What follows belongs to an exercise in optimizing a design on an open flow for small area; a production flow would make more cautious choices.
In this exercise RTL edits were held to simulation tests only and were not proved equivalent to the original.
Power is estimated from default activity; no workload was simulated.

$ cat flow/flow/run.sh
#!/bin/bash
# Standard ORFS layout with two changes: ports are buffered with the
# smallest buffer, and clock tree synthesis inserts no dummy loads.
set -euo pipefail
export BUFFER_PORTS_ARGS="-buffer_cell sky130_fd_sc_hd__buf_1"
export CTS_ARGS="-sink_clustering_enable -repair_clock_nets -dont_use_dummy_load -buf_list sky130_fd_sc_hd__clkbuf_16 -sink_clustering_size 25 -sink_clustering_max_diameter 80"
bash standard.sh synth > synth.log 2>&1
bash standard.sh floorplan > floorplan.log 2>&1
bash standard.sh place > place.log 2>&1
bash standard.sh cts > cts.log 2>&1
bash standard.sh finish > finish.log 2>&1
$ cat flow/standard.sh
#!/bin/bash
# synth_recipe.tcl (not shown) runs the flow's synth.tcl, then flattens the netlist and writes it again
# the make line also repeats each setting of config.mk as NAME=value (left out here)
make -C /OpenROAD-flow-scripts/flow DESIGN_CONFIG=/design/flow/config.mk WORK_HOME=/design/flow/orfs CLKGATE_MAP_FILE= SYNTH_SCRIPT=/design/flow/synth_recipe.tcl "${@:-finish}"
$ cat flow/config.mk
export PLATFORM = sky130hd
export DESIGN_NAME = sys_periph
export DESIGN_NICKNAME = sys_periph
export VERILOG_FILES = /design/flow/design.v
export SDC_FILE = /design/flow/constraint.sdc
export NUM_CORES = 4
export LEC_CHECK = 0
export CAP_MARGIN = 20
export CORE_MARGIN = 2
export CORE_UTILIZATION = 40
export CTS_BUF_LIST = sky130_fd_sc_hd__clkbuf_16
export CTS_CLUSTER_DIAMETER = 80
export CTS_CLUSTER_SIZE = 25
export SLEW_MARGIN = 20
$ cat flow/constraint.sdc
create_clock -name core_clock -period 10.0 [get_ports {sys_clk}]
set_input_delay 2.0000 -clock core_clock [delete_from_list [all_inputs] [get_ports {sys_clk}]]
set_output_delay 2.0000 -clock core_clock [all_outputs]
set_load 0.01 [all_outputs]
$ cat flow/design.v
package sys_pkg;
   localparam int num_timers  = 8;                     
   localparam int timer_w     = 20;
   localparam int timer_idx_w = $clog2(num_timers);
   localparam logic [7:0] reg_cpu_speed    = 8'h00;
   localparam logic [7:0] reg_timer_index  = 8'h01;
   localparam logic [7:0] reg_ticks_lo     = 8'h02;
   localparam logic [7:0] reg_ticks_mid    = 8'h03;
   localparam logic [7:0] reg_ticks_hi     = 8'h04;
   localparam logic [7:0] reg_timer_load   = 8'h05;
   localparam logic [7:0] reg_timer_enable = 8'h06;
   localparam logic [7:0] reg_irq          = 8'h07;   
   localparam logic [7:0] reg_uart_status  = 8'h08;
   localparam logic [7:0] reg_uart_data    = 8'h09;
   localparam int speed_w    = 3;
   localparam int throttle_w = 5;
   localparam int uart_clks_per_bit = 16;              
   localparam int uart_cnt_w        = $clog2(uart_clks_per_bit);
endpackage
`timescale 1ns/100ps
module sys_regs (
   input  logic                               sys_clk,
   input  logic                               reset_n,
   input  logic                               bus_sel,
   input  logic                               bus_wr_en,
   input  logic                               bus_rd_req,
   input  logic [7:0]                         bus_addr,
   input  logic [7:0]                         bus_wr_data,
   output logic [7:0]                         bus_rd_data,
   output logic                               bus_ready,
   output logic                               rst,
   output logic [7:0]                         wd,
   output logic [sys_pkg::speed_w-1:0]        cpu_speed,
   output logic [sys_pkg::num_timers-1:0]     we_lo,
   output logic [sys_pkg::num_timers-1:0]     we_mid,
   output logic [sys_pkg::num_timers-1:0]     we_hi,
   output logic [sys_pkg::num_timers-1:0]     we_en,
   output logic [sys_pkg::num_timers-1:0]     timer_load,
   output logic [sys_pkg::num_timers-1:0]     timer_ack,
   input  logic [sys_pkg::num_timers-1:0][sys_pkg::timer_w-1:0] timer_value,
   input  logic [sys_pkg::num_timers-1:0]     timer_enable,
   input  logic [sys_pkg::num_timers-1:0]     timer_irq,
   output logic                               tx_start,
   input  logic                               tx_busy,
   output logic                               rx_pop,
   input  logic [7:0]                         rx_data,
   input  logic                               rx_avail,
   input  logic                               rx_wait
);
   localparam int nt = sys_pkg::num_timers;
   localparam int tw = sys_pkg::timer_w;
   logic                            wr;
   logic                            hi0;
   logic [9:0]                      a;
   logic [sys_pkg::timer_idx_w-1:0] timer_index;
   logic [nt-1:0]                   idx;        
   logic [nt-1:0]                   idx_d;
   logic [tw-1:0]                   cnt;
   logic                            en_sel;
   logic [7:0]                      rd;
   logic                            rd_req_q;
   logic                            rd_rise;
   logic                            rd_active;
   logic                            rd_settle;
   assign rst = !reset_n;
   assign wd  = bus_wr_data & {8{reset_n}};
   assign wr  = bus_sel & bus_wr_en;
   assign hi0 = bus_addr[7:4] == 4'h0;
   for (genvar k = 0; k < 10; k++) begin : gen_addr
      assign a[k] = hi0 && bus_addr[3:0] == 4'(k);
   end
   for (genvar i = 0; i < nt; i++) begin : gen_idx
      assign idx_d[i]      = rst ? (i == 0) : bus_wr_data[sys_pkg::timer_idx_w-1:0] == 3'(i);
      assign we_lo[i]      = rst | (wr & a[2] & idx[i]);
      assign we_mid[i]     = rst | (wr & a[3] & idx[i]);
      assign we_hi[i]      = rst | (wr & a[4] & idx[i]);
      assign we_en[i]      = rst | (wr & a[6] & idx[i]);
      assign timer_load[i] = wr & a[5] & idx[i];
      assign timer_ack[i]  = wr & a[7] & idx[i];
   end
   always_ff @(posedge sys_clk) begin
      if (rst | (wr & a[0])) cpu_speed   <= wd[sys_pkg::speed_w-1:0];
      if (rst | (wr & a[1])) idx         <= idx_d;
   end
   assign tx_start = wr & a[9] & !tx_busy;   
   always_comb begin
      timer_index = '0;
      for (int i = 0; i < nt; i++) begin
         timer_index = timer_index | ({sys_pkg::timer_idx_w{idx[i]}} & sys_pkg::timer_idx_w'(i));
      end
   end
   always_comb begin
      cnt    = '0;
      en_sel = 1'b0;
      for (int i = 0; i < nt; i++) begin
         cnt    = cnt | (timer_value[i] & {tw{idx[i]}});
         en_sel = en_sel | (timer_enable[i] & idx[i]);
      end
   end
   always_comb begin
      rd = 8'h00;
      for (int i = 0; i < nt; i++) begin
         rd[i] = a[7] & timer_irq[nt-1-i];    
      end
      rd = rd | ({8{a[0]}} & 8'(cpu_speed))
              | ({8{a[1]}} & 8'(timer_index))
              | ({8{a[2]}} & cnt[7:0])
              | ({8{a[3]}} & cnt[15:8])
              | ({8{a[4]}} & 8'(cnt[tw-1:16]))
              | ({8{a[6]}} & 8'(en_sel))
              | ({8{a[8]}} & {6'b0, tx_busy, rx_avail})
              | ({8{a[9]}} & rx_data);
   end
   always_ff @(posedge sys_clk) begin
      bus_rd_data <= rd;
   end
   assign rd_rise = bus_sel & bus_rd_req & ~rd_req_q;
   always_ff @(posedge sys_clk) begin
      if (rst) begin
         rd_req_q  <= 1'b0;
         rd_active <= 1'b0;
         rd_settle <= 1'b0;
         rx_pop    <= 1'b0;
      end else begin
         rd_req_q <= bus_rd_req;
         rx_pop   <= rd_rise && a[9];
         if (rd_rise) begin
            rd_active <= 1'b1;
            rd_settle <= 1'b1;
         end else if (rd_active) begin
            rd_settle <= 1'b0;
            if (!rd_settle && !rx_pop && !rx_wait) begin
               rd_active <= 1'b0;    
            end
         end
      end
   end
   assign bus_ready = ~rd_active;
endmodule
`timescale 1ns/100ps
module sys_timer (
   input  logic                        sys_clk,
   input  logic                        rst,
   input  logic                        we_lo,
   input  logic                        we_mid,
   input  logic                        we_hi,
   input  logic                        we_en,
   input  logic                        load,
   input  logic                        ack,
   input  logic [7:0]                  wd,
   output logic [sys_pkg::timer_w-1:0] value,
   output logic                        enable,
   output logic                        irq
);
   localparam int w = sys_pkg::timer_w;
   logic [w-1:0] limit;
   logic [w:0]   carry;
   logic         terminal;
   logic         clr;
   always_ff @(posedge sys_clk) begin
      if (we_lo)  limit[7:0]   <= wd;
      if (we_mid) limit[15:8]  <= wd;
      if (we_hi)  limit[w-1:16] <= wd[w-17:0];
      if (we_en)  enable       <= wd[0];
   end
   assign terminal = enable && !load && value == limit;
   assign clr      = rst | load | terminal;
   assign carry[0] = enable;
   for (genvar i = 0; i < w; i++) begin : gen_carry
      assign carry[i+1] = carry[i] & value[i];
   end
   always_ff @(posedge sys_clk) begin
      value <= clr ? '0 : value ^ carry[w-1:0];
   end
   always_ff @(posedge sys_clk) begin
      irq <= !rst && (terminal || (irq && !ack));
   end
endmodule
`timescale 1ns/100ps
module cpu_throttle (
   input  logic                        sys_clk,
   input  logic                        rst,
   input  logic [sys_pkg::speed_w-1:0] speed,
   output logic                        clk_en
);
   logic [sys_pkg::throttle_w-1:0] div_cnt;
   logic [sys_pkg::throttle_w-1:0] phase;
   logic                           sel_phase;
   logic                           sel_phase_q;
   always_ff @(posedge sys_clk) begin
      if (rst) begin
         div_cnt <= '0;
      end else begin
         div_cnt <= div_cnt + 1'b1;
      end
   end
   assign phase = ~div_cnt;
   always_comb begin
      case (speed)
         3'd0:    sel_phase = 1'b1;
         3'd1:    sel_phase = phase[0];
         3'd2:    sel_phase = phase[1];
         3'd3:    sel_phase = phase[2];
         3'd4:    sel_phase = phase[3];
         default: sel_phase = phase[4];     
      endcase
   end
   always_ff @(posedge sys_clk) begin
      if (rst) begin
         sel_phase_q <= 1'b0;
         clk_en      <= 1'b1;
      end else begin
         sel_phase_q <= sel_phase;
         clk_en      <= (speed == '0) | (sel_phase & ~sel_phase_q);
      end
   end
endmodule
`timescale 1ns/100ps
module uart (
   input  logic       sys_clk,
   input  logic       rst,
   input  logic       rx,
   output logic       tx,
   input  logic [7:0] tx_data,
   input  logic       tx_start,
   output logic       tx_busy,
   output logic [7:0] rx_data,
   output logic       rx_avail,
   input  logic       rx_pop,
   output logic       rx_wait
);
   logic [10:0] tx_shift;
   logic [3:0]  tx_cnt;      
   assign tx      = tx_shift[0];
   assign tx_busy = tx_shift[1] | tx_shift[2] | tx_shift[4] | tx_shift[6] |
                    tx_shift[8] | tx_shift[10];
   always_ff @(posedge sys_clk) begin
      if (rst) begin
         tx_shift <= 11'd1;
      end else if (tx_start || (tx_busy && tx_cnt == 4'd15)) begin
         tx_shift <= {1'b0, tx_shift[10:1]} | ({11{tx_start}} & {2'b11, tx_data, 1'b0});
      end
   end
   always_ff @(posedge sys_clk) begin
      tx_cnt <= {4{tx_busy}} & (tx_cnt + 1'b1);
   end
   logic [1:0] rx_sync;
   logic       rx_s;
   logic       rx_busy;
   logic       rx_first;     
   logic [3:0] rx_cnt;
   logic [8:0] rx_shift;
   logic       tick;
   logic       store;
   assign rx_s  = rx_sync[1];
   assign tick  = rx_cnt == 4'd15;
   assign store = !rst && rx_busy && tick && !rx_first && rx_shift[0] && rx_s;
   always_ff @(posedge sys_clk) begin
      if (rst) begin
         rx_sync  <= 2'b11;
         rx_busy  <= 1'b0;
         rx_avail <= 1'b0;
         rx_wait  <= 1'b0;
      end else begin
         rx_sync <= {rx_sync[0], rx};
         rx_wait <= rx_pop;
         if (!rx_busy) begin
            rx_busy <= !rx_s;
         end else if (tick && (rx_first ? rx_s : rx_shift[0])) begin
            rx_busy <= 1'b0;
         end
         rx_avail <= store || (rx_avail && !rx_pop);
      end
   end
   always_ff @(posedge sys_clk) begin
      if (!rx_busy) begin
         rx_cnt   <= 4'd8;
         rx_first <= 1'b1;
         rx_shift <= 9'h100;
      end else begin
         rx_cnt <= rx_cnt + 1'b1;
         if (tick) begin
            rx_first <= 1'b0;
            if (!rx_first) rx_shift <= {rx_s, rx_shift[8:1]};
         end
      end
   end
   always_ff @(posedge sys_clk) begin
      if (store) rx_data <= rx_shift[8:1];
   end
endmodule
`timescale 1ns/100ps
module sys_periph (
   input  logic       sys_clk,
   input  logic       reset_n,
   input  logic       bus_sel,
   input  logic       bus_wr_en,
   input  logic       bus_rd_req,
   input  logic [7:0] bus_addr,
   input  logic [7:0] bus_wr_data,
   output logic [7:0] bus_rd_data,
   output logic       bus_ready,
   input  logic       uart_rx,
   output logic       uart_tx,
   output logic       cpu_clk_en,
   output logic       irq_n
);
   localparam int nt = sys_pkg::num_timers;
   logic                           rst;
   logic [7:0]                     wd;
   logic [sys_pkg::speed_w-1:0]    cpu_speed;
   logic [nt-1:0]                  we_lo;
   logic [nt-1:0]                  we_mid;
   logic [nt-1:0]                  we_hi;
   logic [nt-1:0]                  we_en;
   logic [nt-1:0]                  timer_enable;
   logic [nt-1:0]                  timer_load;
   logic [nt-1:0]                  timer_ack;
   logic [nt-1:0]                  timer_irq;
   logic [nt-1:0][sys_pkg::timer_w-1:0] timer_value;
   logic                           tx_start;
   logic                           tx_busy;
   logic                           rx_pop;
   logic [7:0]                     rx_data;
   logic                           rx_avail;
   logic                           rx_wait;
   sys_regs regs0 (
      .sys_clk      (sys_clk),
      .reset_n      (reset_n),
      .bus_sel      (bus_sel),
      .bus_wr_en    (bus_wr_en),
      .bus_rd_req   (bus_rd_req),
      .bus_addr     (bus_addr),
      .bus_wr_data  (bus_wr_data),
      .bus_rd_data  (bus_rd_data),
      .bus_ready    (bus_ready),
      .rst          (rst),
      .wd           (wd),
      .cpu_speed    (cpu_speed),
      .we_lo        (we_lo),
      .we_mid       (we_mid),
      .we_hi        (we_hi),
      .we_en        (we_en),
      .timer_load   (timer_load),
      .timer_ack    (timer_ack),
      .timer_value  (timer_value),
      .timer_enable (timer_enable),
      .timer_irq    (timer_irq),
      .tx_start     (tx_start),
      .tx_busy      (tx_busy),
      .rx_pop       (rx_pop),
      .rx_data      (rx_data),
      .rx_avail     (rx_avail),
      .rx_wait      (rx_wait)
   );
   for (genvar i = 0; i < nt; i++) begin : gen_timers
      sys_timer timer0 (
         .sys_clk (sys_clk),
         .rst     (rst),
         .we_lo   (we_lo[i]),
         .we_mid  (we_mid[i]),
         .we_hi   (we_hi[i]),
         .we_en   (we_en[i]),
         .load    (timer_load[i]),
         .ack     (timer_ack[i]),
         .wd      (wd),
         .value   (timer_value[i]),
         .enable  (timer_enable[i]),
         .irq     (timer_irq[i])
      );
   end
   cpu_throttle throttle0 (
      .sys_clk (sys_clk),
      .rst     (rst),
      .speed   (cpu_speed),
      .clk_en  (cpu_clk_en)
   );
   uart uart0 (
      .sys_clk  (sys_clk),
      .rst      (rst),
      .rx       (uart_rx),
      .tx       (uart_tx),
      .tx_data  (bus_wr_data),
      .tx_start (tx_start),
      .tx_busy  (tx_busy),
      .rx_data  (rx_data),
      .rx_avail (rx_avail),
      .rx_pop   (rx_pop),
      .rx_wait  (rx_wait)
   );
   assign irq_n = ~|timer_irq;    
endmodule
==> flow_summary_export.csv, run 1 <==
group,metric,value,unit
run_status,outcome,"complete, no violations",
cts,clk_latency,0.58,ns
finish,finalInstanceArea,0.0191,sq mm
synthesis,synth_warnings,4,
cts,cts-root-buf,"clkbuf_16",
setup_path,crit_slowest_cell,"nor4_4",
detailed_routing,drt_wl_total,48500,microns
sta,slew-limit-headroom,0.236,
synthesis,synth_fp_nets,1639,
floorplanning,row_count,77,
global_routing,grt-ovfl-total,0,
synthesis,ys_ff_latch,408,
global_routing,grt_max_degree,77,
synthesis,ys_seq_area_frac,0.565,
min_path,hold_class,"flop to flop",
finish,drive_above_1_share,0.0421,
setup_path,crit_arrival,4.72,ns
cts,cts_buffers,24,
global_routing,top_usage_layer,"met2",
finish,diodes,0,
detailed_routing,vias_per_cell,5.53,
cts,cts_resized,0,
sta,holdWs,0.421,ns
sta,worst_slew_pin_slew,1.15,ns
finish,finalNonFillerCells,2066,
min_path,min_path_cells,1,
synthesis,yosys.cell_types.count,57,
setup_path,reg2regPathDepth,21,
floorplanning,die-height,215,microns
finish,nFillCells,4075,
power_and_ir_drop,finalPower,3.01,mW
setup_path,regToRegEndpoint,"gen_timers[5].timer0.value[19]",
finish,fin_util,0.435,
finish,multi_input_area,0.00745,sq mm
synthesis,synth_edf_count,187,
setup_path,worstPathCellList,"buf_1 -> nor4_4 -> nand3b_2 -> nor4_4 -> nand2_1 -> nand2_1",
detailed_routing,drt_iter0_markers,1122,
cts,cts.sinks,408,
setup_path,endpoint_kind,"flop",
cts,ctsHoldBuffers,0,
floorplanning,fp.dieW,215,microns
global_routing,use_met1,0.285,
synthesis,synthCells,1462,
floorplanning,ioPinCount,34,
sta,hold_viol,0,
floorplanning,dieArea,0.0461,sq mm
setup_path,critPathRequiredTime,10.22,ns
detailed_routing,wl_per_cell,23.5,microns
finish,seqCellArea,0.0100,sq mm
synthesis,async_flop_share,0,
floorplanning,core_area,0.0440,sq mm
cts,cts_buffer_depth,3,
synthesis,ys.flop_type,"dfxtp_1",
synthesis,yosys.area.top_type_share,0.316,
power_and_ir_drop,p_leak,7.62,nW
placement,dpl.hpwl,35500,microns
finish,fin_nets,1653,
detailed_routing,detail-route-antenna-nets,0,
sta,finalMaxSlewViolations,0,
placement,io_buffer_count,33,
detailed_routing,first_pass_iters,10,
min_path,holdPathEnd,"uart0.rx_sync[1]",
cts,htreeDepth,1,
synthesis,ys_top_cells_by_area,"edfxtp_1 32%, dfxtp_1 25%, ha_1 11%",
setup_path,path_buf_inv,1,
global_routing,globalRouteTotalUtil,0.210,
global_routing,met3_usage,0.0405,
setup_path,rr_startpoint,"gen_timers[5].timer0.enable",
detailed_routing,vias,11434,
synthesis,yosysTopAreaCell,"edfxtp_1",
sta,layout_min_cycle_time,4.50,ns
setup_path,reg2reg_slack,5.50,ns
sta,setup_viol,0,
setup_path,critPathKind,"primary input to flop",
sta,max_freq,222,MHz
sta,setup_tns,0,ns
synthesis,syn_area,0.0178,sq mm
detailed_routing,drc,0,
placement,dp_slack,4.98,ns
setup_path,start_kind,"primary input",
global_routing,antenna_found_initial,1,
global_routing,grt_pass1_vias,11246,
cts,path_clk_slew,0.09,ns
global_routing,grt_pass1_wl,72600,microns
synthesis,synth_common_cells,"221 x dfxtp_1, 187 x edfxtp_1, 174 x and2_1",
placement,gp_congestion,0.931,
sta,rsz0062_at_grt,"false",
sta,clock_skew,0.0583,ns
setup_path,cp_top_family,"simple AND/OR/NAND/NOR gates",
finish,area_growth,7.67,%
flow_run,cap_violations,0,
power_and_ir_drop,cellPowerDensity,157,mW/mm^2
global_routing,use_met2,0.338,
min_path,min-delay-start,"uart0.rx_sync[0]",
placement,placedInstanceArea,0.0185,sq mm
cts,cts_tree,"built",
sta,timing.final.crit_share,0.450,
power_and_ir_drop,ir_drop,0.000100,V
synthesis,synth.avg_cell_area,12.2,sq um
synthesis,synth.most_common_cell,"dfxtp_1",
cts,postCtsSetupBuffers,0,
sta,finalWorstSetupSlack,5.50,ns
floorplanning,start_util,0.404,
placement,dp_cells,2041,
setup_path,worst_path_largest_cell_delay,0.97,ns
setup_path,worstPathMaxFanout,18,
area by class of cell:
cell class / instances / area share
Tap cell: 592 / 0.0387
Clock buffer: 24 / 0.0314
Inverter: 16 / 0.00314
Timing Repair Buffer: 48 / 0.0128
Sequential cell: 408 / 0.525
Multi-Input combinational cell: 978 / 0.389
worst max path at each step:
stage                                startpoint                             end  slack [ns]  depth (start not counted)
finish                              bus_addr[5]   gen_timers[5].timer0.limit[0]        5.50                          6
global placement                    bus_addr[5]   gen_timers[5].timer0.limit[1]        5.06                          6
CTS                 gen_timers[5].timer0.enable  gen_timers[5].timer0.value[19]        5.50                         21
detailed placement                  bus_addr[5]   gen_timers[5].timer0.limit[1]        4.98                          6
global route        gen_timers[7].timer0.enable  gen_timers[7].timer0.value[19]        5.34                         21
floorplan           gen_timers[4].timer0.enable  gen_timers[4].timer0.value[19]        5.91                         21
power breakdown:
group	switching (mW)	internal (mW)	leakage [nW]	total [mW]
logic	0.124	0.0679	3.74	0.192
registers	0.0490	1.82	3.58	1.87
clock network	0.519	0.426	0.296	0.946
layer usage:
layer,up-vias,share of wire
met4,2,0.037
met2,432,0.45
met3,89,0.073
met1,5617,0.44
met5,-,0.00023
li1,5294,-
worst register-to-register path, stage by stage, from the launching register on:
cell and delay [ns]:
edfxtp_1 0.47, ha_1 0.28, ha_1 0.21, ha_1 0.18, ha_1 0.19, ha_1 0.19, ha_1 0.18, ha_1 0.18
ha_1 0.21, ha_1 0.19, ha_1 0.18, ha_1 0.18, ha_1 0.20, ha_1 0.19, ha_1 0.18, ha_1 0.18
ha_1 0.18, ha_1 0.18, ha_1 0.18, ha_1 0.19, xor2_1 0.14, and2_1 0.15
kinds of logic (layout without fill, tap and decap cells):
family	Yosys count	in the layout	share of synthesized area
AND/OR/NAND/NOR	466	466	0.150
flip-flops	408	408	0.565
AO/OA/AOI/OAI	180	180	0.0715
XOR/XNOR	175	175	0.0862
adder cells (fa/ha/maj)	155	155	0.109
buffers and inverters	76	88	0.0173
multiplexers	2	2	0.00120
state kept, by name, summed over array words and instances, names as in the netlist, 3 cells and up:
register	cells
gen_timers.timer0.limit	160
gen_timers.timer0.value	160
uart0.tx_shift	11
uart0.rx_shift	9
gen_timers.timer0.enable	8
gen_timers.timer0.irq	8
regs0.bus_rd_data	8
regs0.idx	8
uart0.rx_data	8
throttle0.div_cnt	5
uart0.rx_cnt	4
uart0.tx_cnt	4
regs0.cpu_speed	3
placed cells by master (no fill, tap or decap), types with 6 or more instances in the layout:
cell type,count
a21boi_0,8
a21oi_1,12
a22oi_1,94
a31oi_1,6
and2_1,171
and3_1,7
buf_1,32
buf_4,14
clkbuf_16,24
dfxtp_1,221
edfxtp_1,187
ha_1,155
inv_1,16
nand2_1,100
nand2b_1,7
nand3_1,25
nand4_1,73
nor2_1,34
nor4_1,16
o21ai_0,29
o32ai_1,9
xnor2_1,133
xor2_1,42
==> run 2: changes to the inputs <==
==> flow/flow/run.sh (replaced) <==
#!/bin/bash
# Standard ORFS layout with two changes: ports are buffered with the
# smallest buffer, and clock tree synthesis inserts no dummy loads.
set -euo pipefail
export BUFFER_PORTS_ARGS="-buffer_cell sky130_fd_sc_hd__buf_1"
export CTS_ARGS="-sink_clustering_enable -repair_clock_nets -dont_use_dummy_load -buf_list sky130_fd_sc_hd__clkbuf_8 -sink_clustering_size 14 -sink_clustering_max_diameter 50"
bash standard.sh synth > synth.log 2>&1
bash standard.sh floorplan > floorplan.log 2>&1
bash standard.sh place > place.log 2>&1
bash standard.sh cts > cts.log 2>&1
bash standard.sh finish > finish.log 2>&1
--- a/flow/config.mk
+++ b/flow/config.mk
@@ -8,7 +8,7 @@
 export CAP_MARGIN = 20
 export CORE_MARGIN = 2
 export CORE_UTILIZATION = 40
-export CTS_BUF_LIST = sky130_fd_sc_hd__clkbuf_16
-export CTS_CLUSTER_DIAMETER = 80
-export CTS_CLUSTER_SIZE = 25
+export CTS_BUF_LIST = sky130_fd_sc_hd__clkbuf_8
+export CTS_CLUSTER_DIAMETER = 50
+export CTS_CLUSTER_SIZE = 14
 export SLEW_MARGIN = 20
==> flow_summary_export.csv, run 2 <==
group,metric,value,unit
power_and_ir_drop,internal_power,2.25,mW
setup_path,worst_path_largest_cell_delay,0.45,ns
detailed_routing,first_pass_iters,6,
cts,clk_latency,0.64,ns
run_status,outcome,"complete, no violations",
setup_path,regToRegEndpoint,"gen_timers[5].timer0.value[19]",
detailed_routing,vias_per_cell,5.55,
sta,setup_tns,0,ns
synthesis,async_flop_share,0,
setup_path,cpMostUsedCell,"ha_1",
floorplanning,dieArea,0.0461,sq mm
setup_path,cp-endpoint,"gen_timers[5].timer0.value[19]",
cts,cts_tree,"built",
synthesis,synth_warnings,4,
power_and_ir_drop,ir_drop,0.0000945,V
global_routing,grt-ovfl-total,0,
cts,cts_resized,0,
finish,drive_above_1_share,0.0523,
setup_path,rr_startpoint,"gen_timers[5].timer0.enable",
sta,slew-limit-headroom,0.200,
global_routing,globalRouteTotalUtil,0.214,
cts,cts_buffers,41,
synthesis,yosys.area.top_type_share,0.316,
setup_path,crit_arrival,4.99,ns
global_routing,grt_max_degree,77,
placement,dp_cells,2041,
synthesis,synth_common_cells,"221 x dfxtp_1, 187 x edfxtp_1, 174 x and2_1",
floorplanning,fp.dieW,215,microns
detailed_routing,detail-route-antenna-nets,0,
power_and_ir_drop,finalPower,2.96,mW
power_and_ir_drop,combPwrFrac,0.064,
power_and_ir_drop,seqPwrFrac,0.632,
cts,postCtsSetupBuffers,0,
cts,path_clk_slew,0.06,ns
synthesis,ys_ff_latch,408,
floorplanning,die-height,215,microns
setup_path,path_buf_inv,0,
finish,final_common_cell,"dfxtp_1",
synthesis,synthCells,1462,
flow_run,cap_violations,0,
setup_path,startpoint,"gen_timers[5].timer0.enable",
setup_path,reg2reg_slack,5.53,ns
synthesis,syn_area,0.0178,sq mm
finish,finalNonFillerCells,2082,
cts,ctsHoldBuffers,0,
power_and_ir_drop,cellPowerDensity,155,mW/mm^2
global_routing,grt_pass1_vias,11409,
setup_path,start_kind,"flop",
synthesis,synth.avg_cell_area,12.2,sq um
power_and_ir_drop,power.share.clock,0.303,
sta,clock_skew,0.0608,ns
setup_path,cp.depth,21,
setup_path,endpoint_kind,"flop",
min_path,hold_class,"flop to flop",
synthesis,ys.flop_type,"dfxtp_1",
synthesis,ys_seq_area_frac,0.565,
finish,final_cell_mix,"221 x dfxtp_1, 187 x edfxtp_1, 171 x and2_1, 155 x ha_1, 133 x xnor2_1",
detailed_routing,drc,0,
finish,area_growth,7.38,%
detailed_routing,drt_wl_total,48900,microns
sta,rsz0062_at_grt,"false",
sta,finalWorstSetupSlack,5.53,ns
floorplanning,ioPinCount,34,
cts,htreeDepth,2,
finish,diodes,0,
detailed_routing,wl_per_cell,23.5,microns
sta,finalMaxSlewViolations,0,
setup_path,critPathKind,"flop to flop",
floorplanning,start_util,0.404,
finish,reg.largest.list,"gen_timers.timer0.limit (160), gen_timers.timer0.value (160), uart0.tx_shift (11)",
cts,cts-root-buf,"clkbuf_8",
placement,gp_congestion,0.931,
synthesis,yosys.cell_types.count,57,
placement,dp_slack,4.98,ns
global_routing,grt_pass1_wl,73100,microns
setup_path,crit_slowest_cell,"edfxtp_1",
finish,fin_nets,1669,
synthesis,synth.most_common_cell,"dfxtp_1",
power_and_ir_drop,p_switching,0.705,mW
placement,dpl.hpwl,35500,microns
detailed_routing,drt_iter0_markers,1243,
setup_path,critPathRequiredTime,10.51,ns
placement,io_buffer_count,33,
cts,cts.sinks,408,
synthesis,ys_top_cells_by_area,"edfxtp_1 32%, dfxtp_1 25%, ha_1 11%",
sta,worst_slew_pin_slew,1.20,ns
setup_path,worstPathMaxFanout,3,
cts,cts_buffer_depth,3,
sta,timing.final.crit_share,0.447,
detailed_routing,vias,11548,
synthesis,synth_fp_nets,1639,
power_and_ir_drop,switching_share,0.238,
sta,hold_viol,0,
power_and_ir_drop,p_leak,7.61,nW
synthesis,synth_edf_count,187,
sta,max_freq,224,MHz
sta,setup_viol,0,
sta,layout_min_cycle_time,4.47,ns
global_routing,antenna_found_initial,1,
setup_path,cp_top_family,"adder cells",
floorplanning,row_count,77,
setup_path,worstPathCellList,"ha_1 -> ha_1 -> ha_1 -> ha_1 -> ha_1 -> ha_1 -> ha_1 -> ha_1 -> ha_1 -> ha_1 -> ha_1 -> ha_1 -> ha_1 -> ha_1 -> ha_1 -> ha_1 -> ha_1 -> ha_1 -> ha_1 -> xor2_1 -> and2_1",
setup_path,reg2regPathDepth,21,
finish,nFillCells,4094,
floorplanning,core_area,0.0440,sq mm
synthesis,yosysTopAreaCell,"edfxtp_1",
-- run 2: cell counts after synthesis --
Identical to the previous run, type by type.
-- run 2: power by group through the flow --
stage / clock network, mW / registers [mW] / logic [mW]
after global routing: 0.981 / 1.88 / 0.206
after CTS: 0.930 / 1.87 / 0.188
after global placement: 0 / 1.91 / 0.183
after detailed placement: 0 / 1.91 / 0.187
after floorplan: 0 / 1.89 / 0.131
final: 0.898 / 1.87 / 0.190
-- run 2: stage by stage --
| step | util | cell area, sq um | hold slack (ns) |
|---|---|---|---|
| 2_1_floorplan | - | 17800 | 0.386 |
| 3_5_place_dp | 0.421 | 18500 | 0.407 |
| 5_1_grt | 0.433 | 19100 | 0.441 |
| 3_3_place_gp | 0.420 | 18500 | 0.394 |
| 6_report | 0.433 | 19100 | 0.413 |
| 4_1_cts | 0.433 | 19100 | 0.422 |
-- run 2: cells by family after synthesis --
group / Yosys count / share of synthesized area
compound gates: 180 / 0.0715
fa+ha+maj: 155 / 0.109
mux: 2 / 0.00120
simple gates: 466 / 0.150
xor+xnor: 175 / 0.0862
buf+inv: 76 / 0.0173
flops: 408 / 0.565
-- run 2: layer usage --
layer	up-vias	global-route usage	wire, microns
met1	5677	0.285	20900
met4	2	0.0836	1870
met2	466	0.340	22100
met5	-	0	11
li1	5309	-	-
met3	94	0.0442	4000
-- run 2: how the worst min path moves through the flow --
stage	slack [ns]	endpoint	startpoint	cells after the start
6_report	0.41	uart0.rx_sync[1]	uart0.rx_sync[0]	1
4_1_cts	0.42	uart0.rx_sync[1]	uart0.rx_sync[0]	1
2_1_floorplan	0.39	uart0.rx_sync[1]	uart0.rx_sync[0]	1
3_5_place_dp	0.41	uart0.rx_sync[1]	uart0.rx_sync[0]	1
3_3_place_gp	0.39	uart0.rx_sync[1]	uart0.rx_sync[0]	1
5_1_grt	0.44	uart0.rx_sync[1]	uart0.rx_sync[0]	1
-- run 2: area by class of cell --
| class | count | area [sq um] | share of cell area |
|---|---|---|---|
| tap | 592 | 741 | 0.0388 |
| sequential | 408 | 10000 | 0.526 |
| inverter | 16 | 60.1 | 0.00315 |
| clock buffer | 41 | 564 | 0.0296 |
| multi-input combinational | 978 | 7450 | 0.390 |
| timing repair buffer | 47 | 230 | 0.0121 |
==> run 3: changes to the inputs <==
==> flow/flow/run.sh (replaced) <==
#!/bin/bash
# Standard ORFS layout with two changes: ports are buffered with the
# smallest buffer, and clock tree synthesis inserts no dummy loads.
set -euo pipefail
export BUFFER_PORTS_ARGS="-buffer_cell sky130_fd_sc_hd__buf_1"
export CTS_ARGS="-sink_clustering_enable -repair_clock_nets -dont_use_dummy_load -buf_list sky130_fd_sc_hd__clkbuf_8 -sink_clustering_size 20 -sink_clustering_max_diameter 45"
bash standard.sh synth > synth.log 2>&1
bash standard.sh floorplan > floorplan.log 2>&1
bash standard.sh place > place.log 2>&1
bash standard.sh cts > cts.log 2>&1
bash standard.sh finish > finish.log 2>&1
--- a/flow/config.mk
+++ b/flow/config.mk
@@ -9,6 +9,6 @@
 export CORE_MARGIN = 2
 export CORE_UTILIZATION = 40
 export CTS_BUF_LIST = sky130_fd_sc_hd__clkbuf_8
-export CTS_CLUSTER_DIAMETER = 50
-export CTS_CLUSTER_SIZE = 14
+export CTS_CLUSTER_DIAMETER = 45
+export CTS_CLUSTER_SIZE = 20
 export SLEW_MARGIN = 20
==> flow_summary_export.csv, run 3 <==
group,metric,value,unit
run_status,outcome,"complete, no violations",
detailed_routing,vias,11575,
setup_path,critPathKind,"flop to flop",
power_and_ir_drop,internal_power,2.28,mW
synthesis,ys_ff_latch,408,
cts,cts-root-buf,"clkbuf_8",
sta,setup_viol,0,
setup_path,endpoint_kind,"flop",
detailed_routing,drc,0,
synthesis,ys.flop_type,"dfxtp_1",
floorplanning,die-height,215,microns
setup_path,critPathRequiredTime,10.52,ns
power_and_ir_drop,combPwrFrac,0.063,
synthesis,ys_top_cells_by_area,"edfxtp_1 32%, dfxtp_1 25%, ha_1 11%",
sta,slew-limit-headroom,0.209,
synthesis,async_flop_share,0,
floorplanning,fp.dieW,215,microns
cts,clk_latency,0.66,ns
cts,ctsHoldBuffers,0,
synthesis,synth_warnings,4,
synthesis,synth.avg_cell_area,12.2,sq um
power_and_ir_drop,ir_drop,0.000102,V
synthesis,synth_edf_count,187,
finish,finalNonFillerCells,2085,
synthesis,synth_common_cells,"221 x dfxtp_1, 187 x edfxtp_1, 174 x and2_1",
setup_path,regToRegEndpoint,"gen_timers[5].timer0.value[19]",
synthesis,yosys.area.top_type_share,0.316,
power_and_ir_drop,cellPowerDensity,157,mW/mm^2
setup_path,reg2reg_slack,5.52,ns
min_path,min_path_cells,1,
cts,postCtsSetupBuffers,0,
synthesis,synthCells,1462,
sta,worst_slew_pin_slew,1.19,ns
finish,area_growth,7.61,%
sta,max_freq,223,MHz
placement,gp_congestion,0.931,
floorplanning,row_count,77,
cts,htreeDepth,2,
synthesis,synth.most_common_cell,"dfxtp_1",
power_and_ir_drop,seqPwrFrac,0.625,
detailed_routing,drt_wl_total,48900,microns
placement,io_buffer_count,33,
sta,setup_tns,0,ns
min_path,min-delay-start,"uart0.rx_sync[0]",
sta,timing.final.crit_share,0.448,
global_routing,antenna_found_initial,1,
min_path,holdPathEnd,"uart0.rx_sync[1]",
setup_path,start_kind,"flop",
setup_path,reg2regPathDepth,21,
detailed_routing,vias_per_cell,5.55,
min_path,hold_class,"flop to flop",
setup_path,crit_arrival,5.00,ns
cts,cts_tree,"built",
power_and_ir_drop,p_switching,0.715,mW
cts,cts_buffers,44,
synthesis,yosys.cell_types.count,57,
floorplanning,core_area,0.0440,sq mm
flow_run,cap_violations,0,
floorplanning,ioPinCount,34,
finish,fin_nets,1672,
sta,finalMaxSlewViolations,0,
sta,layout_min_cycle_time,4.48,ns
power_and_ir_drop,power.share.clock,0.312,
global_routing,grt_pass1_vias,11441,
global_routing,grt_pass1_wl,73200,microns
setup_path,worstPathMaxFanout,3,
placement,dpl.hpwl,35500,microns
sta,holdWs,0.413,ns
finish,reg.largest.list,"gen_timers.timer0.limit (160), gen_timers.timer0.value (160), uart0.tx_shift (11)",
global_routing,grt-ovfl-total,0,
finish,final_cell_mix,"221 x dfxtp_1, 187 x edfxtp_1, 171 x and2_1, 155 x ha_1, 133 x xnor2_1",
synthesis,yosysTopAreaCell,"edfxtp_1",
detailed_routing,wl_per_cell,23.5,microns
cts,cts_resized,0,
detailed_routing,first_pass_iters,5,
cts,cts.sinks,408,
global_routing,globalRouteTotalUtil,0.214,
finish,fin_util,0.434,
floorplanning,start_util,0.404,
setup_path,rr_startpoint,"gen_timers[5].timer0.enable",
sta,clock_skew,0.0872,ns
power_and_ir_drop,switching_share,0.239,
cts,path_clk_slew,0.06,ns
synthesis,ys_seq_area_frac,0.565,
global_routing,grt_max_degree,77,
finish,diodes,0,
sta,rsz0062_at_grt,"false",
cts,cts_buffer_depth,3,
placement,dp_cells,2041,
sta,hold_viol,0,
detailed_routing,detail-route-antenna-nets,0,
power_and_ir_drop,p_leak,7.63,nW
detailed_routing,drt_iter0_markers,1243,
synthesis,synth_fp_nets,1639,
synthesis,syn_area,0.0178,sq mm
floorplanning,dieArea,0.0461,sq mm
finish,drive_above_1_share,0.0543,
finish,final_common_cell,"dfxtp_1",
==> run 3: worst max-delay path by stage <==
stage                                     start                        endpoint  slack [ns]  cells past startpoint
CTS                 gen_timers[5].timer0.enable  gen_timers[5].timer0.value[19]        5.50                     21
finish              gen_timers[5].timer0.enable  gen_timers[5].timer0.value[19]        5.52                     21
floorplan           gen_timers[4].timer0.enable  gen_timers[4].timer0.value[19]        5.91                     21
global placement                    bus_addr[5]   gen_timers[5].timer0.limit[1]        5.06                      6
detailed placement                  bus_addr[5]   gen_timers[5].timer0.limit[1]        4.98                      6
global route        gen_timers[1].timer0.enable  gen_timers[1].timer0.value[19]        5.30                     21
==> run 3: stage by stage <==
step / instance area, sq um / total power [mW] / setup WS [ns]
after floorplan: 17800 / 2.02 / 5.91
after global placement: 18500 / 2.09 / 5.06
after detailed placement: 18500 / 2.10 / 4.98
after CTS: 19100 / 3.02 / 5.50
after global routing: 19100 / 3.10 / 5.30
final: 19100 / 2.99 / 5.52
==> run 3: layout make-up <==
cell class / count / area (sq um)
fill: 4095 / 24900
sequential: 408 / 10000
multi-input combinational: 978 / 7450
tap: 592 / 741
clock buffer: 44 / 606
timing repair buffer: 47 / 230
inverter: 16 / 60.1
==> run 3: critical path, stage by stage, from the launching register on <==
cell and delay [ns]:
edfxtp_1 0.46, ha_1 0.28, ha_1 0.20, ha_1 0.18
ha_1 0.19, ha_1 0.19, ha_1 0.18, ha_1 0.18
ha_1 0.20, ha_1 0.18, ha_1 0.18, ha_1 0.18
ha_1 0.21, ha_1 0.19, ha_1 0.18, ha_1 0.18
ha_1 0.18, ha_1 0.18, ha_1 0.18, ha_1 0.19
xor2_1 0.14, and2_1 0.15
==> run 3: layer usage <==
layer  vias up  track usage  wire [microns]
li1       5334            -               -
met1      5693        0.288           21200
met2       436        0.334           22000
met3       110       0.0420            3560
met4         2       0.0965            2140
met5         -            0              12
==> run 3: power groups by stage <==
stage | clock (mW) | combinational [mW] | sequential [mW]
after detailed placement | 0 | 0.187 | 1.91
after CTS | 0.963 | 0.188 | 1.87
after global placement | 0 | 0.183 | 1.91
final | 0.933 | 0.189 | 1.87
after floorplan | 0 | 0.131 | 1.89
after global routing | 1.02 | 0.206 | 1.88
==> run 3: cells by family (layout without fill, tap and decap cells) <==
logic type	Yosys count	in the layout	synth area share
and+or+nand+nor	466	466	0.150
xor gates and xnor gates	175	175	0.0862
AOI/OAI and AO/OA	180	180	0.0715
DFF	408	408	0.565
adders and majority gates	155	155	0.109
muxes	2	2	0.00120
buffers and inverters	76	107	0.0173
==> run 4: changes to the inputs <==
==> flow/flow/run.sh (replaced) <==
#!/bin/bash
# Standard ORFS layout with two changes: ports are buffered with the
# smallest buffer, and clock tree synthesis inserts no dummy loads.
set -euo pipefail
export BUFFER_PORTS_ARGS="-buffer_cell sky130_fd_sc_hd__buf_1"
export CTS_ARGS="-sink_clustering_enable -repair_clock_nets -dont_use_dummy_load -buf_list sky130_fd_sc_hd__clkbuf_8 -sink_clustering_size 17 -sink_clustering_max_diameter 60"
bash standard.sh synth > synth.log 2>&1
bash standard.sh floorplan > floorplan.log 2>&1
bash standard.sh place > place.log 2>&1
bash standard.sh cts > cts.log 2>&1
bash standard.sh finish > finish.log 2>&1
--- a/flow/config.mk
+++ b/flow/config.mk
@@ -9,6 +9,6 @@
 export CORE_MARGIN = 2
 export CORE_UTILIZATION = 40
 export CTS_BUF_LIST = sky130_fd_sc_hd__clkbuf_8
-export CTS_CLUSTER_DIAMETER = 45
-export CTS_CLUSTER_SIZE = 20
+export CTS_CLUSTER_DIAMETER = 60
+export CTS_CLUSTER_SIZE = 17
 export SLEW_MARGIN = 20
==> flow_summary_export.csv, run 4 <==
group,metric,value,unit
sta,slew-limit-headroom,0.211,
power_and_ir_drop,ir_drop,0.000121,V
cts,cts_buffers,35,
finish,nFillCells,4099,
sta,timing.final.crit_share,0.448,
global_routing,grt_pass1_vias,11249,
synthesis,ys_top_cells_by_area,"edfxtp_1 32%, dfxtp_1 25%, ha_1 11%",
detailed_routing,drt_iter0_markers,1125,
synthesis,yosys.cell_types.count,57,
floorplanning,die-height,215,microns
finish,drive_above_1_share,0.0485,
finish,area_growth,6.91,%
run_status,outcome,"complete, no violations",
cts,ctsHoldBuffers,0,
synthesis,synthCells,1462,
setup_path,reg2regPathDepth,21,
cts,cts_buffer_depth,3,
finish,fin_nets,1663,
finish,final_common_cell,"dfxtp_1",
floorplanning,row_count,77,
synthesis,syn_area,0.0178,sq mm
cts,cts-root-buf,"clkbuf_8",
synthesis,ys_seq_area_frac,0.565,
cts,cts.sinks,408,
detailed_routing,drt_wl_total,48800,microns
setup_path,worst_path_largest_cell_delay,0.48,ns
synthesis,synth_edf_count,187,
finish,diodes,0,
global_routing,grt_max_degree,77,
global_routing,globalRouteTotalUtil,0.213,
min_path,hold_class,"flop to flop",
flow_run,cap_violations,0,
detailed_routing,detail-route-antenna-nets,0,
synthesis,yosys.area.top_type_share,0.316,
min_path,min_path_cells,1,
detailed_routing,vias,11491,
min_path,min-delay-start,"uart0.rx_sync[0]",
detailed_routing,vias_per_cell,5.54,
detailed_routing,wl_per_cell,23.5,microns
placement,io_buffer_count,33,
setup_path,critPathKind,"flop to flop",
synthesis,synth_fp_nets,1639,
cts,path_clk_slew,0.10,ns
sta,hold_viol,0,
power_and_ir_drop,cellPowerDensity,152,mW/mm^2
finish,final_cell_mix,"221 x dfxtp_1, 187 x edfxtp_1, 171 x and2_1, 155 x ha_1, 133 x xnor2_1",
global_routing,grt-ovfl-total,0,
synthesis,ys.flop_type,"dfxtp_1",
cts,htreeDepth,2,
setup_path,endpoint_kind,"flop",
placement,gp_congestion,0.931,
floorplanning,fp.dieW,215,microns
cts,postCtsSetupBuffers,0,
synthesis,yosysTopAreaCell,"edfxtp_1",
sta,layout_min_cycle_time,4.48,ns
setup_path,rr_startpoint,"gen_timers[5].timer0.enable",
synthesis,synth_warnings,4,
min_path,holdPathEnd,"uart0.rx_sync[1]",
sta,setup_tns,0,ns
power_and_ir_drop,finalPower,2.90,mW
floorplanning,dieArea,0.0461,sq mm
cts,cts_tree,"built",
synthesis,synth_common_cells,"221 x dfxtp_1, 187 x edfxtp_1, 174 x and2_1",
floorplanning,ioPinCount,34,
global_routing,antenna_found_initial,1,
global_routing,grt_pass1_wl,72800,microns
power_and_ir_drop,p_leak,7.56,nW
finish,reg.largest.list,"gen_timers.timer0.limit (160), gen_timers.timer0.value (160), uart0.tx_shift (11)",
setup_path,worstPathMaxFanout,3,
sta,finalMaxSlewViolations,0,
sta,holdWs,0.420,ns
setup_path,cpMostUsedCell,"ha_1",
synthesis,ys_ff_latch,408,
setup_path,regToRegEndpoint,"gen_timers[5].timer0.value[19]",
setup_path,crit_slowest_cell,"edfxtp_1",
setup_path,start_kind,"flop",
sta,clock_skew,0.0521,ns
setup_path,crit_arrival,4.99,ns
synthesis,synth.most_common_cell,"dfxtp_1",
sta,max_freq,223,MHz
setup_path,worstPathCellList,"ha_1 -> ha_1 -> ha_1 -> ha_1 -> ha_1 -> ha_1 -> ha_1 -> ha_1 -> ha_1 -> ha_1 -> ha_1 -> ha_1 -> ha_1 -> ha_1 -> ha_1 -> ha_1 -> ha_1 -> ha_1 -> ha_1 -> xor2_1 -> and2_1",
synthesis,synth.avg_cell_area,12.2,sq um
synthesis,async_flop_share,0,
setup_path,critPathRequiredTime,10.51,ns
sta,worst_slew_pin_slew,1.18,ns
cts,clk_latency,0.61,ns
detailed_routing,first_pass_iters,6,
cts,cts_resized,0,
floorplanning,start_util,0.404,
sta,rsz0062_at_grt,"false",
placement,dpl.hpwl,35500,microns
floorplanning,core_area,0.0440,sq mm
setup_path,reg2reg_slack,5.52,ns
detailed_routing,drc,0,
sta,setup_viol,0,
[run 4: cell counts after synthesis]
Identical to the previous run, type by type.
[run 4: routing by layer]
metal	up-vias	track usage	part of all wire
met4	2	0.0729	0.035
met3	91	0.0490	0.081
li1	5302	-	-
met1	5621	0.286	0.43
met5	-	0	0.00023
met2	475	0.341	0.45
[run 4: area by class of cell]
| class | instances | area [sq um] | share of cell area |
|---|---|---|---|
| tap | 592 | 741 | 0.0390 |
| inverter | 16 | 60.1 | 0.00316 |
| timing repair buffer | 47 | 230 | 0.0121 |
| multi-input combinational | 978 | 7450 | 0.392 |
| sequential | 408 | 10000 | 0.528 |
| clock buffer | 35 | 482 | 0.0253 |
[run 4: stage by stage]
step | cells | setup slack (ns) | cell area (sq um) | util
2_1_floorplan | 1462 | 5.91 | 17800 | -
3_3_place_gp | 2041 | 5.06 | 18500 | 0.420
3_5_place_dp | 2041 | 4.98 | 18500 | 0.421
4_1_cts | 2076 | 5.49 | 19000 | 0.432
5_1_grt | 2076 | 5.34 | 19000 | 0.432
6_report | 2076 | 5.52 | 19000 | 0.432
[run 4: critical path, delay by kind of cell, from the launching register on]
family	cells	cell delay, ns
adder cells (fa/ha/maj)	19	3.63
XOR/XNOR	1	0.14
AND/OR/NAND/NOR	1	0.15
flip-flops	1	0.48
[run 4: logic make-up (layout without fill, tap and decap cells)]
family | count (synthesis) | in the layout | share of synthesized area
buffers and inverters | 76 | 98 | 0.0173
muxes | 2 | 2 | 0.00120
DFF | 408 | 408 | 0.565
AOI/OAI and AO/OA | 180 | 180 | 0.0715
and+or+nand+nor | 466 | 466 | 0.150
adders and majority gates | 155 | 155 | 0.109
xor gates and xnor gates | 175 | 175 | 0.0862
[run 4: power by group]
part / switching [mW] / internal, mW
registers: 0.0510 / 1.82
clock network: 0.520 / 0.315
logic: 0.122 / 0.0673
total: 0.693 / 2.20
[run 4: how the worst max path moves through the flow]
stage,start,cells after the start,to,slack (ns)
2_1_floorplan,gen_timers[4].timer0.enable,21,gen_timers[4].timer0.value[19],5.91
3_3_place_gp,bus_addr[5],6,gen_timers[5].timer0.limit[1],5.06
3_5_place_dp,bus_addr[5],6,gen_timers[5].timer0.limit[1],4.98
4_1_cts,gen_timers[5].timer0.enable,21,gen_timers[5].timer0.value[19],5.49
5_1_grt,gen_timers[7].timer0.enable,21,gen_timers[7].timer0.value[19],5.34
6_report,gen_timers[5].timer0.enable,21,gen_timers[5].timer0.value[19],5.52
==> run 5: changes to the inputs <==
==> flow/flow/run.sh (replaced) <==
#!/bin/bash
# Standard ORFS layout with two changes: ports are buffered with the
# smallest buffer, and clock tree synthesis inserts no dummy loads.
set -euo pipefail
export BUFFER_PORTS_ARGS="-buffer_cell sky130_fd_sc_hd__buf_1"
export CTS_ARGS="-sink_clustering_enable -repair_clock_nets -dont_use_dummy_load -buf_list sky130_fd_sc_hd__clkbuf_8 -sink_clustering_size 20 -sink_clustering_max_diameter 70"
bash standard.sh synth > synth.log 2>&1
bash standard.sh floorplan > floorplan.log 2>&1
bash standard.sh place > place.log 2>&1
bash standard.sh cts > cts.log 2>&1
bash standard.sh finish > finish.log 2>&1
--- a/flow/config.mk
+++ b/flow/config.mk
@@ -9,6 +9,6 @@
 export CORE_MARGIN = 2
 export CORE_UTILIZATION = 40
 export CTS_BUF_LIST = sky130_fd_sc_hd__clkbuf_8
-export CTS_CLUSTER_DIAMETER = 60
-export CTS_CLUSTER_SIZE = 17
+export CTS_CLUSTER_DIAMETER = 70
+export CTS_CLUSTER_SIZE = 20
 export SLEW_MARGIN = 20
==> flow_summary_export.csv, run 5 <==
group,metric,value,unit
cts,cts_resized,0,
synthesis,ys.flop_type,"dfxtp_1",
placement,io_buffer_count,33,
power_and_ir_drop,p_leak,7.51,nW
setup_path,crit_slowest_cell,"edfxtp_1",
floorplanning,core_area,0.0440,sq mm
global_routing,grt_pass1_wl,72400,microns
floorplanning,dieArea,0.0461,sq mm
power_and_ir_drop,cellPowerDensity,149,mW/mm^2
cts,clk_latency,0.67,ns
finish,diodes,0,
synthesis,synthCells,1462,
setup_path,startpoint,"gen_timers[3].timer0.enable",
finish,finalNonFillerCells,2069,
sta,setup_viol,0,
setup_path,cp-endpoint,"gen_timers[3].timer0.value[19]",
synthesis,synth_common_cells,"221 x dfxtp_1, 187 x edfxtp_1, 174 x and2_1",
finish,fin_util,0.429,
global_routing,grt-ovfl-total,0,
finish,area_growth,6.37,%
flow_run,cap_violations,0,
detailed_routing,wl_per_cell,23.5,microns
floorplanning,start_util,0.404,
placement,dp_cells,2041,
detailed_routing,vias,11514,
sta,slew-limit-headroom,0.224,
finish,fin_nets,1656,
global_routing,antenna_found_initial,1,
setup_path,critPathKind,"flop to flop",
floorplanning,ioPinCount,34,
synthesis,yosysTopAreaCell,"edfxtp_1",
synthesis,yosys.cell_types.count,57,
setup_path,endpoint_kind,"flop",
setup_path,cp.depth,21,
min_path,hold_class,"flop to flop",
detailed_routing,drt_iter0_markers,1126,
detailed_routing,drc,0,
finish,final_common_cell,"dfxtp_1",
setup_path,start_kind,"flop",
run_status,outcome,"complete, no violations",
synthesis,ys_ff_latch,408,
floorplanning,row_count,77,
setup_path,reg2regPathDepth,21,
synthesis,synth.most_common_cell,"dfxtp_1",
synthesis,ys_seq_area_frac,0.565,
floorplanning,die-height,215,microns
setup_path,cp_top_family,"adder cells",
sta,finalMaxSlewViolations,0,
cts,cts_buffer_depth,3,
floorplanning,fp.dieW,215,microns
cts,postCtsSetupBuffers,0,
synthesis,synth_warnings,4,
synthesis,synth.avg_cell_area,12.2,sq um
setup_path,rr_startpoint,"gen_timers[3].timer0.enable",
placement,dpl.hpwl,35500,microns
cts,cts_buffers,28,
global_routing,globalRouteTotalUtil,0.210,
detailed_routing,first_pass_iters,7,
synthesis,synth_edf_count,187,
cts,cts-root-buf,"clkbuf_8",
cts,path_clk_slew,0.11,ns
cts,cts.sinks,408,
detailed_routing,drt_wl_total,48600,microns
synthesis,syn_area,0.0178,sq mm
sta,timing.final.crit_share,0.445,
setup_path,cpMostUsedCell,"ha_1",
sta,clock_skew,0.0821,ns
sta,hold_viol,0,
sta,setup_tns,0,ns
finish,reg.largest.list,"gen_timers.timer0.limit (160), gen_timers.timer0.value (160), uart0.tx_shift (11)",
setup_path,critPathRequiredTime,10.49,ns
sta,max_freq,225,MHz
synthesis,yosys.area.top_type_share,0.316,
synthesis,synth_fp_nets,1639,
finish,final_cell_mix,"221 x dfxtp_1, 187 x edfxtp_1, 171 x and2_1, 155 x ha_1, 133 x xnor2_1",
setup_path,worst_path_largest_cell_delay,0.52,ns
setup_path,crit_arrival,4.93,ns
setup_path,worstPathCellList,"ha_1 -> ha_1 -> ha_1 -> ha_1 -> ha_1 -> ha_1 -> ha_1 -> ha_1 -> ha_1 -> ha_1 -> ha_1 -> ha_1 -> ha_1 -> ha_1 -> ha_1 -> ha_1 -> ha_1 -> ha_1 -> ha_1 -> xor2_1 -> and2_1",
synthesis,async_flop_share,0,
sta,rsz0062_at_grt,"false",
cts,cts_tree,"built",
synthesis,ys_top_cells_by_area,"edfxtp_1 32%, dfxtp_1 25%, ha_1 11%",
finish,drive_above_1_share,0.0440,
global_routing,grt_pass1_vias,11227,
placement,gp_congestion,0.931,
sta,worst_slew_pin_slew,1.16,ns
setup_path,regToRegEndpoint,"gen_timers[3].timer0.value[19]",
detailed_routing,detail-route-antenna-nets,0,
power_and_ir_drop,ir_drop,0.0000894,V
detailed_routing,vias_per_cell,5.57,
global_routing,grt_max_degree,77,
sta,layout_min_cycle_time,4.45,ns
placement,dp_slack,4.98,ns
cts,ctsHoldBuffers,0,
sta,finalWorstSetupSlack,5.55,ns
setup_path,worstPathMaxFanout,3,
cts,htreeDepth,1,
setup_path,path_buf_inv,0,
setup_path,reg2reg_slack,5.55,ns
[run 5: worst min-delay path by stage]
stage | endpoint | startpoint | cells past startpoint
after floorplan | uart0.rx_sync[1] | uart0.rx_sync[0] | 1
after global placement | uart0.rx_sync[1] | uart0.rx_sync[0] | 1
after detailed placement | uart0.rx_sync[1] | uart0.rx_sync[0] | 1
after CTS | uart0.rx_sync[1] | uart0.rx_sync[0] | 1
after global routing | uart0.rx_sync[1] | uart0.rx_sync[0] | 1
final | uart0.rx_sync[1] | uart0.rx_sync[0] | 1
[run 5: area by class of cell]
class	count	area, sq um
clock buffer	28	385
fill	4105	25100
inverter	16	60.1
multi-input combinational	978	7450
sequential	408	10000
tap	592	741
timing repair buffer	47	230
[run 5: stage by stage]
stage / area (sq um) / hold slack (ns) / power, mW
floorplan: 17800 / 0.386 / 2.02
detailed placement: 18500 / 0.407 / 2.10
CTS: 18900 / 0.434 / 2.84
global placement: 18500 / 0.394 / 2.09
finish: 18900 / 0.425 / 2.81
global route: 18900 / 0.454 / 2.91
[run 5: metal layers]
layer | up-vias | wire [microns] | GRT usage
met2 | 473 | 22100 | 0.338
li1 | 5289 | - | -
met5 | - | 0 | 0
met3 | 87 | 3890 | 0.0409
met1 | 5665 | 20900 | 0.287
met4 | 0 | 1710 | 0.0648
[run 5: worst reg2reg max path: stages, from the launching register on]
cell and delay [ns]:
edfxtp_1 0.52, ha_1 0.26, ha_1 0.18, ha_1 0.17
ha_1 0.18, ha_1 0.18, ha_1 0.18, ha_1 0.18
ha_1 0.18, ha_1 0.19, ha_1 0.18, ha_1 0.18
ha_1 0.18, ha_1 0.18, ha_1 0.18, ha_1 0.18
ha_1 0.18, ha_1 0.18, ha_1 0.18, ha_1 0.18
xor2_1 0.13, and2_1 0.15
[run 5: cell families after synthesis]
group           count (synthesis)  synth area share
flops                         408             0.565
buf+inv                        76            0.0173
compound gates                180            0.0715
simple gates                  466             0.150
fa+ha+maj                     155             0.109
xor+xnor                      175            0.0862
mux                             2           0.00120
[run 5: power breakdown]
group          switching [mW]  leakage (nW)  internal, mW
registers              0.0509          3.58          1.82
logic                   0.122          3.73        0.0673
clock network           0.502         0.201         0.251
==> run 6: changes to the inputs <==
==> flow/flow/run.sh (replaced) <==
#!/bin/bash
# Standard ORFS layout with two changes: ports are buffered with the
# smallest buffer, and clock tree synthesis inserts no dummy loads.
set -euo pipefail
export BUFFER_PORTS_ARGS="-buffer_cell sky130_fd_sc_hd__buf_1"
export CTS_ARGS="-sink_clustering_enable -repair_clock_nets -dont_use_dummy_load -buf_list sky130_fd_sc_hd__clkbuf_8 -sink_clustering_size 18 -sink_clustering_max_diameter 70"
bash standard.sh synth > synth.log 2>&1
bash standard.sh floorplan > floorplan.log 2>&1
bash standard.sh place > place.log 2>&1
bash standard.sh cts > cts.log 2>&1
bash standard.sh finish > finish.log 2>&1
--- a/flow/config.mk
+++ b/flow/config.mk
@@ -10,5 +10,5 @@
 export CORE_UTILIZATION = 40
 export CTS_BUF_LIST = sky130_fd_sc_hd__clkbuf_8
 export CTS_CLUSTER_DIAMETER = 70
-export CTS_CLUSTER_SIZE = 20
+export CTS_CLUSTER_SIZE = 18
 export SLEW_MARGIN = 20
==> flow_summary_export.csv, run 6 <==
group,metric,value,unit
synthesis,yosys.area.top_type_share,0.316,
detailed_routing,maxUsedRoutingLayer,"met4",
cts,cts_resized,0,
synthesis,synth.most_common_cell,"dfxtp_1",
setup_path,worstPathMaxFanout,3,
cts,cts.sinks,408,
setup_path,start_kind,"flop",
cts,cts-root-buf,"clkbuf_8",
power_and_ir_drop,finalPower,2.82,mW
setup_path,crit_arrival,5.02,ns
detailed_routing,vias_per_cell,5.53,
floorplanning,dieArea,0.0461,sq mm
cts,postCtsSetupBuffers,0,
floorplanning,die-height,215,microns
floorplanning,fp.dieW,215,microns
synthesis,synth.avg_cell_area,12.2,sq um
detailed_routing,drt_iter0_markers,1218,
synthesis,synth_edf_count,187,
cts,clk_latency,0.67,ns
setup_path,endpoint_kind,"flop",
synthesis,ys_seq_area_frac,0.565,
placement,dpl.hpwl,35500,microns
finish,finalInstanceArea,0.0189,sq mm
cts,cts_buffers,29,
detailed_routing,first_pass_iters,6,
sta,worst_slew_pin_slew,1.17,ns
global_routing,antenna_found_initial,0,
detailed_routing,drt_wl_total,48600,microns
setup_path,critPathKind,"flop to flop",
flow_run,cap_violations,0,
sta,clock_skew,0.0840,ns
synthesis,yosys.cell_types.count,57,
detailed_routing,met2_length,22000,microns
sta,finalWorstSetupSlack,5.51,ns
setup_path,worstPathCellList,"ha_1 -> ha_1 -> ha_1 -> ha_1 -> ha_1 -> ha_1 -> ha_1 -> ha_1 -> ha_1 -> ha_1 -> ha_1 -> ha_1 -> ha_1 -> ha_1 -> ha_1 -> ha_1 -> ha_1 -> ha_1 -> ha_1 -> xor2_1 -> and2_1",
global_routing,grt_pass1_wl,72600,microns
finish,fin_nets,1657,
synthesis,synth_fp_nets,1639,
sta,hold_viol,0,
setup_path,path_buf_inv,0,
finish,reg.largest.list,"gen_timers.timer0.limit (160), gen_timers.timer0.value (160), uart0.tx_shift (11)",
finish,diodes,0,
placement,dp_slack,4.98,ns
global_routing,grt_pass1_vias,11233,
global_routing,grt_max_degree,77,
detailed_routing,detail-route-antenna-nets,0,
setup_path,cpMostUsedCell,"ha_1",
finish,area_growth,6.45,%
cts,htreeDepth,1,
setup_path,crit_slowest_cell,"edfxtp_1",
finish,finalNonFillerCells,2070,
placement,placedInstanceArea,0.0185,sq mm
synthesis,yosysTopAreaCell,"edfxtp_1",
power_and_ir_drop,cellPowerDensity,149,mW/mm^2
floorplanning,ioPinCount,34,
sta,setup_viol,0,
synthesis,async_flop_share,0,
placement,io_buffer_count,33,
detailed_routing,wl_per_cell,23.5,microns
cts,ctsHoldBuffers,0,
detailed_routing,met1Wirelength,21100,microns
synthesis,syn_area,0.0178,sq mm
setup_path,critPathRequiredTime,10.53,ns
sta,slew-limit-headroom,0.218,
sta,setup_tns,0,ns
sta,layout_min_cycle_time,4.49,ns
synthesis,synth_warnings,4,
setup_path,worst_path_largest_cell_delay,0.46,ns
finish,fin_util,0.430,
floorplanning,start_util,0.404,
sta,timing.final.crit_share,0.449,
setup_path,reg2regPathDepth,21,
synthesis,synthCells,1462,
synthesis,ys_ff_latch,408,
finish,nFillCells,4105,
detailed_routing,vias,11441,
placement,gp_congestion,0.931,
cts,cts_buffer_depth,3,
min_path,hold_class,"flop to flop",
cts,path_clk_slew,0.11,ns
global_routing,globalRouteTotalUtil,0.211,
sta,finalMaxSlewViolations,0,
floorplanning,row_count,77,
run_status,outcome,"complete, no violations",
power_and_ir_drop,p_leak,7.52,nW
finish,final_cell_mix,"221 x dfxtp_1, 187 x edfxtp_1, 171 x and2_1, 155 x ha_1, 133 x xnor2_1",
min_path,min_path_cells,1,
synthesis,synth_common_cells,"221 x dfxtp_1, 187 x edfxtp_1, 174 x and2_1",
power_and_ir_drop,ir_drop,0.000124,V
sta,max_freq,223,MHz
global_routing,grt-ovfl-total,0,
synthesis,ys_top_cells_by_area,"edfxtp_1 32%, dfxtp_1 25%, ha_1 11%",
sta,rsz0062_at_grt,"false",
detailed_routing,drc,0,
finish,drive_above_1_share,0.0447,
detailed_routing,wl_met3,3780,microns
finish,final_common_cell,"dfxtp_1",
sta,holdWs,0.429,ns
synthesis,ys.flop_type,"dfxtp_1",
setup_path,cp_top_family,"adder cells",
cts,cts_tree,"built",
setup_path,cp.depth,21,
floorplanning,core_area,0.0440,sq mm
placement,dp_cells,2041,
==> run 6: where the power goes <==
part | switching [mW] | total, mW | internal (mW) | leakage [nW]
sequential | 0.0510 | 1.87 | 1.82 | 3.58
combinational | 0.122 | 0.189 | 0.0673 | 3.73
clock | 0.505 | 0.764 | 0.259 | 0.209
==> run 6: worst reg2reg max path, stage by stage, from the launching register on <==
cell and delay [ns]:
edfxtp_1 0.46, ha_1 0.28, ha_1 0.20, ha_1 0.18, ha_1 0.19, ha_1 0.19, ha_1 0.18, ha_1 0.18
ha_1 0.20, ha_1 0.18, ha_1 0.18, ha_1 0.18, ha_1 0.20, ha_1 0.20, ha_1 0.19, ha_1 0.18
ha_1 0.18, ha_1 0.18, ha_1 0.18, ha_1 0.19, xor2_1 0.14, and2_1 0.15
==> run 6: final timing paths <==
kind                                     from                        endpoint  slack, ns
hold / removal               uart0.rx_sync[0]                uart0.rx_sync[1]       0.43
setup / recovery  gen_timers[5].timer0.enable  gen_timers[5].timer0.value[19]       5.51
setup reg to reg  gen_timers[5].timer0.enable  gen_timers[5].timer0.value[19]       5.51
hold reg to reg              uart0.rx_sync[0]                uart0.rx_sync[1]       0.43
==> run 6: area by class of cell <==
type / count / area (sq um) / area share
Sequential cell: 408 / 10000 / 0.531
Multi-Input combinational cell: 978 / 7450 / 0.394
Tap cell: 592 / 741 / 0.0391
Clock buffer: 29 / 399 / 0.0211
Timing Repair Buffer: 47 / 230 / 0.0122
Inverter: 16 / 60.1 / 0.00317
==> run 6: metal layers <==
metal | vias up | track usage
met2 | 461 | 0.338
li1 | 5302 | -
met1 | 5594 | 0.289
met3 | 84 | 0.0382
met4 | 0 | 0.0681
met5 | - | 0
==> run 6: logic make-up (layout without fill, tap and decap cells) <==
group           Yosys count  count (layout)  synth area share
flops                   408             408             0.565
mux                       2               2           0.00120
buf+inv                  76              92            0.0173
fa+ha+maj               155             155             0.109
xor+xnor                175             175            0.0862
compound gates          180             180            0.0715
simple gates            466             466             0.150

-- port drivers added, routing unchanged --
The results above use ideal ports. As a check the final layouts listed here were re-extracted and re-timed, cells and wires unchanged.
Step 1, drivers: a clkbuf_16 drives sys_clk and a buf_2 each remaining input, both assumed.
Step 2 times the ports against the registers' clock, not the clock port: input delays grow and output delays shrink by t, the midpoint of the rising clock arrivals with the driver on.
a / b / c = no drivers / after step 1 / after step 2; a / b = the first two.
run	shift t [ns]	setup WS [ns]	worst hold slack (ns)	worst data-port slew with drivers (ns)	pins driven straight from the clock port
run 1	0.603	5.498 / 5.500 / 4.929	0.421 / 0.421 / 0.421	0.05	1
run 2	0.649	5.528 / 5.528 / 4.964	0.413 / 0.413 / 0.413	0.05	1
run 3	0.661	5.517 / 5.517 / 4.920	0.413 / 0.413 / 0.413	0.05	1
run 4	0.632	5.520 / 5.520 / 4.934	0.420 / 0.420 / 0.420	0.05	1
run 5	0.676	5.555 / 5.555 / 4.966	0.425 / 0.425 / 0.425	0.05	1
run 6	0.680	5.511 / 5.511 / 4.974	0.429 / 0.429 / 0.429	0.05	1
After both steps setup and hold are still met in every run listed. For run 3, which loses most, drivers alone change the setup slack by 0.000 ns; drivers and shift together by -0.597 ns.
